From an optimization exercise on the open Yosys and OpenROAD flow, aimed at a short achievable clock period and few clock cycles per item; shortcuts taken in it are not production practice. The RTL was checked by simulation tests, not by an equivalence proof against the original design. No activity file was given, so power comes from the tool's default toggle rates.

==> design/flow/design.v <==
package rv_pkg;
    typedef enum logic [6:0] {
        OP     = 7'b0110011,
        OP_IMM = 7'b0010011,
        LUI    = 7'b0110111,
        LOAD   = 7'b0000011,
        STORE  = 7'b0100011,
        JAL    = 7'b1101111
    } opcode_e;
    typedef enum logic [3:0] {
        ADD    = 4'd0,
        SUB    = 4'd1,
        AND    = 4'd2,
        OR     = 4'd3,
        XOR    = 4'd4,
        SLL    = 4'd5,
        SRL    = 4'd6,
        SRA    = 4'd7,
        SLT    = 4'd8,
        PASS_B = 4'd9
    } alu_op_e;
    typedef enum logic [1:0] {
        IMM_I = 2'd0,
        IMM_S = 2'd1,
        IMM_U = 2'd2,
        IMM_J = 2'd3
    } imm_type_e;
    typedef enum logic [1:0] {
        WB_ALU  = 2'd0,
        WB_MEM  = 2'd1,
        WB_LINK = 2'd2
    } wb_sel_e;
endpackage
module reg_file (
    input  logic                    clk,
    input  logic                    arst_n,
    input  logic [5-1:0]  rs1,
    input  logic [5-1:0]  rs2,
    input  logic [5-1:0]  rd,
    input  logic                    we,
    input  logic [32-1:0]        wdata,
    output logic [32-1:0]        rs1_data,
    output logic [32-1:0]        rs2_data
);
    logic [32-1:0] regs [1:32-1];
    always_ff @(posedge clk or negedge arst_n) begin
        if (!arst_n) begin
            for (int i = 1; i < 32; i++) begin
                regs[i] <= '0;
            end
        end else if (we && rd != '0) begin
            regs[rd] <= wdata;
        end
    end
    always_comb begin
        if (rs1 == '0) rs1_data = '0;
        else           rs1_data = regs[rs1];
        if (rs2 == '0) rs2_data = '0;
        else           rs2_data = regs[rs2];
    end
endmodule
module rv_core (
    input  logic                    clk,
    input  logic                    arst_n,
    output logic [32-1:0]        imem_addr,
    input  logic [32-1:0]        imem_data,
    output logic [32-1:0]        dmem_addr,
    output logic [32-1:0]        dmem_wdata,
    output logic                    dmem_we,
    input  logic [32-1:0]        dmem_rdata,
    output logic                    wb_en,
    output logic [5-1:0]  wb_rd,
    output logic [32-1:0]        wb_data
);
    localparam logic [6:0] OPC_OP     = 7'b0110011;
    localparam logic [6:0] OPC_OP_IMM = 7'b0010011;
    localparam logic [6:0] OPC_LUI    = 7'b0110111;
    localparam logic [6:0] OPC_LOAD   = 7'b0000011;
    localparam logic [6:0] OPC_STORE  = 7'b0100011;
    localparam logic [6:0] OPC_JAL    = 7'b1101111;
    logic [31:0] pc_f;
    logic        v_d;
    logic [31:0] ir_d;
    logic [31:0] pc_d;
    logic        we_e, ld_e, st_e;
    logic [4:0]  rd_e;
    logic [31:0] a_e, b_e, sd_e;
    logic        fa_e, fb_e, fs_e;
    logic        sel_add_e, sub_e, sel_slt_e, sel_xor_e, sel_or_e, sel_and_e;
    logic        sel_sll_e, sel_sr_e, sra_e;
    logic        we_m, ld_m, st_m;
    logic [4:0]  rd_m;
    logic [31:0] res_m;
    logic [31:0] addr_m;
    logic [31:0] sd_m;
    logic        we_w;
    logic [4:0]  rd_w;
    logic [31:0] res_w;
    logic [31:0] wbd_w;
    logic [6:0] opc_d;
    logic [4:0] rd_d, rs1_d, rs2_d;
    logic [2:0] f3_d;
    logic       alt_d;
    logic       is_op, is_opi, is_lui, is_ld, is_st, is_jal;
    logic       f3_ok, writes_d, we_d, use_rs1, use_rs2;
    logic [31:0] imm_i, imm_s, imm_u, imm_j;
    assign opc_d = ir_d[6:0];
    assign rd_d  = ir_d[11:7];
    assign f3_d  = ir_d[14:12];
    assign rs1_d = ir_d[19:15];
    assign rs2_d = ir_d[24:20];
    assign alt_d = ir_d[30];
    assign is_op  = (opc_d == OPC_OP);
    assign is_opi = (opc_d == OPC_OP_IMM);
    assign is_lui = (opc_d == OPC_LUI);
    assign is_ld  = (opc_d == OPC_LOAD);
    assign is_st  = (opc_d == OPC_STORE);
    assign is_jal = (opc_d == OPC_JAL);
    assign f3_ok    = (f3_d != 3'b011);
    assign writes_d = ((is_op || is_opi) && f3_ok) || is_lui || is_ld || is_jal;
    assign we_d     = v_d && writes_d && (rd_d != 5'd0);
    assign use_rs1  = is_op || is_opi || is_ld || is_st;
    assign use_rs2  = is_op || is_st;
    assign imm_i = {{20{ir_d[31]}}, ir_d[31:20]};
    assign imm_s = {{20{ir_d[31]}}, ir_d[31:25], ir_d[11:7]};
    assign imm_u = {ir_d[31:12], 12'b0};
    assign imm_j = {{12{ir_d[31]}}, ir_d[19:12], ir_d[20], ir_d[30:21], 1'b0};
    logic stall;
    assign stall = v_d && we_e && ld_e &&
                   ((use_rs1 && rs1_d == rd_e) || (use_rs2 && rs2_d == rd_e));
    logic        redirect;
    logic [31:0] jal_tgt;
    assign jal_tgt  = pc_d + imm_j;
    assign redirect = v_d && is_jal && (imm_j != 32'd4);
    logic [31:0] rf1, rf2;
    logic [31:0] m_val;
    logic [31:0] byp1, byp2;
    reg_file reg_file_i (
        .clk      (clk),
        .arst_n   (arst_n),
        .rs1      (rs1_d),
        .rs2      (rs2_d),
        .rd       (rd_w),
        .we       (we_w),
        .wdata    (res_w),
        .rs1_data (rf1),
        .rs2_data (rf2)
    );
    assign m_val = ld_m ? dmem_rdata : res_m;
    always_comb begin
        if (we_m && rd_m == rs1_d)      byp1 = m_val;
        else if (we_w && rd_w == rs1_d) byp1 = res_w;
        else                            byp1 = rf1;
        if (we_m && rd_m == rs2_d)      byp2 = m_val;
        else if (we_w && rd_w == rs2_d) byp2 = res_w;
        else                            byp2 = rf2;
    end
    always_ff @(posedge clk or negedge arst_n) begin
        if (!arst_n) begin
            pc_f <= 32'h0000_0000;
            v_d  <= 1'b0;
        end else if (!stall) begin
            pc_f <= redirect ? jal_tgt : pc_f + 32'd4;
            v_d  <= !redirect;
        end
    end
    always_ff @(posedge clk) begin
        if (!stall) begin
            ir_d <= imem_data;
            pc_d <= pc_f;
        end
    end
    logic fwd1, fwd2;
    assign fwd1 = we_e && rd_e == rs1_d;
    assign fwd2 = we_e && rd_e == rs2_d;
    always_ff @(posedge clk or negedge arst_n) begin
        if (!arst_n) begin
            we_e <= 1'b0;
            ld_e <= 1'b0;
            st_e <= 1'b0;
        end else begin
            we_e <= we_d && !stall;
            ld_e <= v_d && is_ld && !stall;
            st_e <= v_d && is_st && !stall;
        end
    end
    always_ff @(posedge clk) begin
        rd_e <= rd_d;
        a_e  <= is_jal ? pc_d : (is_lui ? 32'd0 : byp1);
        if (is_op)       b_e <= byp2;
        else if (is_jal) b_e <= 32'd4;
        else if (is_lui) b_e <= imm_u;
        else if (is_st)  b_e <= imm_s;
        else             b_e <= imm_i;
        sd_e <= byp2;
        fa_e <= use_rs1 && fwd1;
        fb_e <= is_op && fwd2;
        fs_e <= is_st && fwd2;
        sel_add_e <= !(is_op || is_opi) || f3_d == 3'b000;
        sub_e     <= (is_op && f3_d == 3'b000 && alt_d) || ((is_op || is_opi) && f3_d == 3'b010);
        sel_slt_e <= (is_op || is_opi) && f3_d == 3'b010;
        sel_xor_e <= (is_op || is_opi) && f3_d == 3'b100;
        sel_or_e  <= (is_op || is_opi) && f3_d == 3'b110;
        sel_and_e <= (is_op || is_opi) && f3_d == 3'b111;
        sel_sll_e <= (is_op || is_opi) && f3_d == 3'b001;
        sel_sr_e  <= (is_op || is_opi) && f3_d == 3'b101;
        sra_e     <= alt_d;
    end
    logic [31:0] op_a, op_b, st_d;
    logic [31:0] sum;
    logic        lt;
    logic [31:0] sr;
    logic [31:0] res_e;
    assign op_a = fa_e ? res_m : a_e;
    assign op_b = fb_e ? res_m : b_e;
    assign st_d = fs_e ? res_m : sd_e;
    assign sum = op_a + (op_b ^ {32{sub_e}}) + {31'd0, sub_e};
    assign lt  = (op_a[31] ^ op_b[31]) ? op_a[31] : sum[31];
    assign sr  = $unsigned($signed({sra_e & op_a[31], op_a}) >>> op_b[4:0]);
    assign res_e = ({32{sel_add_e}} & sum)
                 | ({32{sel_slt_e}} & {31'd0, lt})
                 | ({32{sel_xor_e}} & (op_a ^ op_b))
                 | ({32{sel_or_e}}  & (op_a | op_b))
                 | ({32{sel_and_e}} & (op_a & op_b))
                 | ({32{sel_sll_e}} & (op_a << op_b[4:0]))
                 | ({32{sel_sr_e}}  & sr);
    always_ff @(posedge clk or negedge arst_n) begin
        if (!arst_n) begin
            we_m <= 1'b0;
            ld_m <= 1'b0;
            st_m <= 1'b0;
        end else begin
            we_m <= we_e;
            ld_m <= ld_e;
            st_m <= st_e;
        end
    end
    always_ff @(posedge clk) begin
        rd_m  <= rd_e;
        res_m <= res_e;
        if (ld_e || st_e) addr_m <= sum;
        if (st_e) sd_m <= st_d;
    end
    always_ff @(posedge clk or negedge arst_n) begin
        if (!arst_n) begin
            we_w <= 1'b0;
        end else begin
            we_w <= we_m;
        end
    end
    always_ff @(posedge clk) begin
        rd_w  <= rd_m;
        res_w <= m_val;
        if (we_m) wbd_w <= m_val;
    end
    assign imem_addr  = pc_f;
    assign dmem_addr  = addr_m;
    assign dmem_wdata = sd_m;
    assign dmem_we    = st_m;
    assign wb_en      = we_w;
    assign wb_rd      = rd_w;
    assign wb_data    = wbd_w;
endmodule
==> design/flow/run.sh <==
#!/bin/bash
# synth_recipe.tcl (not shown) runs the flow's synth.tcl, then flattens the netlist and writes it again
# the make line also repeats each setting of config.mk as NAME=value (left out here)
make -C /OpenROAD-flow-scripts/flow DESIGN_CONFIG=/design/flow/config.mk WORK_HOME=/design/flow/orfs CLKGATE_MAP_FILE= SYNTH_SCRIPT=/design/flow/synth_recipe.tcl finish
==> design/flow/config.mk <==
export PLATFORM = sky130hd
export DESIGN_NAME = rv_core
export DESIGN_NICKNAME = rv_core
export VERILOG_FILES = /design/flow/design.v
export SDC_FILE = /design/flow/constraint.sdc
export NUM_CORES = 8
export LEC_CHECK = 0
export CAP_MARGIN = 20
export CORE_MARGIN = 2
export CORE_UTILIZATION = 30
export SETUP_SLACK_MARGIN = 1.5
export SLEW_MARGIN = 20
==> design/flow/constraint.sdc <==
create_clock -name core_clock -period 11.0 [get_ports {clk}]
set_input_delay 2.2000 -clock core_clock [delete_from_list [all_inputs] [get_ports {clk}]]
set_output_delay 2.2000 -clock core_clock [all_outputs]
set_load 0.01 [all_outputs]
==> impl_metrics.yaml <==
route:
  final_antenna_net_count: 0
  vias: 65110
  drcViolationCount: 0
  wire_per_inst_um: 37.14
  drtIter0Drc: 13110
  wirelength_mm: 364.5
  first_pass_iters: 13
  drt-vias-per-instance: 6.633
setup_path:
  cp_cell_sequence: "buf_4, mux2_2, buf_4, inv_2, buf_4, or3_1, and2_1, fa_1, a21oi_1, o211ai_1, a221oi_1, o31ai_1, buf_4, a22oi_1, o311ai_1, mux2i_1, a221o_1"
  path_common_cell: "buf_4"
  worst_setup_path_end_kind: "register"
  critical_path.slowest_cell: "buf_4"
  rr_startpoint: "fb_e"
  ff2ff_setup_slack_ps: 5190
  r2r_end: "res_m[30]"
  critPathArrivalTime_ps: 6500
  critPathTopFamily: "compound AO/OA/AOI/OAI gates"
  crit_path_start_kind: "register"
  rr_worst_depth: 17
  critPathKind: "register to register"
  cpPeakStageDelay_ps: 600
  crit_buf_inv: 5
  cp.required_ps: 11700
  path_max_fanout: 44
timing:
  post-route-period-util: 0.5278
  slew_violations: 0
  setup_tns_ps: 0
  max_freq_ghz: 0.1723
  rsz0062_at_grt: "false"
  relSlewSlack: 0.07990
  fin_worst_skew_ps: 61.24
  setup_viol: 0
  holdWs_ps: 398.9
  fin_crit_ps: 5805
  hold_violations: 0
  tightest_slew_ps: 1368
logic_synthesis:
  seq_area_frac_synth: 0.4731
  synth_edf_count: 160
  yosys_warnings: 3
  ys.flop_type: "dfrtp_1"
  async_flop_share: 0.7484
  ys_types: 83
  synth_area_per_cell_sq_um: 11.10
  synth_area_sq_um: 72660
  netlist_instances: 6546
  ys_seq_elements: 1379
  synth_nets: 6740
clock_tree:
  cts_hold_buf: 0
  cts_resized: 0
  cts_tree: "done"
  numCtsBuffers: 150
  clk_latency_ps: 840
  clk_pin_slew_ps: 60
  cts_htree_levels: 4
  root_buffer: "clkbuf_16"
  clock_path_buffers: 3
  cts_setup_buffers: 0
  cts_sinks: 1379
place:
  gp_congestion: 0.9980
  place_hpwl_mm: 219.1
  placed_cell_area_sq_um: 78400
  dp_cells: 9527
  portBuffers: 200
power_and_ir_drop:
  p_comb_frac: 0.124
  internal_power_w: 0.009007
  p_per_area_nw_per_um2: 152.7
  p_sw_frac: 0.2944
  p_switching_w: 0.003759
  ir_worst_vdd_mv: 0.1577
  leakagePower_nw: 37.19
  clkPwrFrac: 0.415
  seqPwrFrac: 0.461
floorplanning:
  initial_core_util: 0.3018
  core_area_sq_um: 240800
  die_area_sq_um: 246200
  rows: 180
  die_x_um: 496.1
  die_h_um: 496.1
  io_pins: 201
grt:
  grt_overflow: 0
  grt_max_degree: 181
  grt_pass1_vias: 61270
  grt_pass1_wl_mm: 494.8
  grtUsageTotal: 0.2842
  grt_antenna_before_repair: 25
hold_path:
  min_path_type: "register to register"
  holdPathEnd: "rd_w[1]"
  hp-start: "rd_m[1]"
  holdPathStages: 0
cells_and_area:
  stdcell_area_sq_um: 83610
  areaGrowthSynthToFinish_pct: 15.07
  mostFrequentLayoutCells: "mux2_2 (1050), dfrtp_1 (1030), a22oi_1 (716)"
  nets: 6690
  drive_gt1_frac: 0.2507
  layout_commonest_cell: "mux2_2"
  fin_cells: 9816
status:
  status: "no timing/DRC/antenna violations"
job:
  max_cap_viol_count: 0
-- synthesized netlist by cell type (27+ instances only) --
master     instances  area, sq um
mux2_2          1049        11810
dfrtp_1         1032        25820
a22oi_1          716         5375
clkbuf_1         473         1775
nand2_1          321         1205
mux2i_1          246         2462
and3_1           233         1458
a21oi_1          200         1001
dfxtp_1          187         3744
nand3_1          166        830.8
edfxtp_1         160         4805
nor2_1           158        593.1
nand4_1          154        963.4
ha_1             126         1577
inv_1            123        461.7
o21ai_0          105        525.5
buf_1             94        352.8
xnor2_1           81        709.4
a2111oi_0         69        604.3
nor3_1            61        305.3
o211ai_1          53        397.9
xor2_1            50        437.9
and2_1            49        306.5
nand2b_1          48        300.3
or4_1             40        300.3
a222oi_1          35        350.3
nor4_1            35        219.0
a221o_1           33        330.3
a32o_1            32        320.3
a32oi_1           32        280.3
buf_2             32        160.2
a21o_1            29        217.7
a211oi_1          27        202.7
-- flip-flops by register name (all words and copies together), names as in the netlist, 5 cells and up --
signal,cells
a_e,32
addr_m,32
b_e,32
ir_d,32
pc_d,32
pc_f,32
rd_e,5
rd_m,5
rd_w,5
reg_file_i.regs,992
res_m,32
res_w,32
sd_e,32
sd_m,32
wbd_w,32
-- stage by stage --
stage / total power [W] / utilization / setup WS, ps
after floorplan: 0.006593 / - / 6578
after global placement: 0.007438 / 0.3256 / 5181
after detailed placement: 0.007459 / 0.3256 / 5276
after CTS: 0.01268 / 0.3468 / 5253
after global routing: 0.01307 / 0.3471 / 4907
final: 0.01277 / 0.3473 / 5195
-- per-layer routing --
metal | part of all wire | wire length, um | track usage
met4 | 0.081 | 29370 | 0.1771
met1 | 0.37 | 134300 | 0.3574
met3 | 0.15 | 54860 | 0.1216
met5 | 0.0010 | 378 | 0.006564
met2 | 0.40 | 145600 | 0.3978
-- area by class of cell --
class                           count  area [sq um]
Sequential cell                  1379         34390
Tap cell                         3185          3985
Clock buffer                      217          4467
Multi-Input combinational cell   4437         36030
Timing Repair Buffer              401          3582
Inverter                          127         478.0
Antenna cell                       14         35.03
Fill cell                       23600        157100
Clock inverter                     56         635.6
-- power groups by stage --
stage / combinational (W) / sequential [W] / clock (W)
after floorplan: 0.000894 / 0.00570 / 0
after global placement: 0.00150 / 0.00594 / 0
after detailed placement: 0.00152 / 0.00594 / 0
after CTS: 0.00152 / 0.00585 / 0.00530
after global routing: 0.00166 / 0.00589 / 0.00552
final: 0.00159 / 0.00588 / 0.00530
-- kinds of logic (layout without fill, tap and decap cells) --
logic type | after synthesis | after routing | share of synthesized area
mux | 1299 | 1299 | 0.1975
flops | 1379 | 1379 | 0.4731
buf+inv | 730 | 801 | 0.03857
xor+xnor | 131 | 131 | 0.01579
compound gates | 1521 | 1521 | 0.1542
simple gates | 1358 | 1358 | 0.09860
fa+ha+maj | 128 | 128 | 0.02225
other cells | 0 | 14 | 0
-- how the worst max path moves through the flow --
stage                     start         to  slack [ps]  depth (start not counted)
final                      fb_e  res_m[30]        5190                         17
after global routing       fb_e  res_m[26]        4910                         17
after CTS                  fb_e  res_m[30]        5250                         17
after detailed placement   fb_e  res_m[30]        5280                         17
after global placement     fb_e  res_m[30]        5180                         17
after floorplan            fb_e  res_m[25]        6580                         15
Testbench counts, summed over its fixed seeds: cycles 8,926, instrs 8,183.

==> port drivers added, routing unchanged <==
Ports are ideal in the flow. The routed layout listed here was re-timed in OpenROAD. Step 1: set_driving_cell puts a clkbuf_16 on clk and a buf_2 on each other input, an assumption about the parent block. Step 2 adds t to the input delays and takes it off the output delays; t is the mean of the earliest and latest rising clock arrival at the registers after step 1. Input paths then give back, and output paths get back, about the clock's delay inside the block. a / b / c = ideal / step 1 / step 2; a / b = the first two.
t, ns: 0.905
slack for setup (ns): 5.195 / 5.195 / 5.195
hold WS [ns]: 0.399 / 0.399 / 0.399
worst slew at a driven data input, ns: 0.10
pins driven straight from the clock port: 1
After both steps this run still meets setup and hold. For this run, drivers alone change the setup slack by 0.000 ns; drivers and shift together by 0.000 ns.
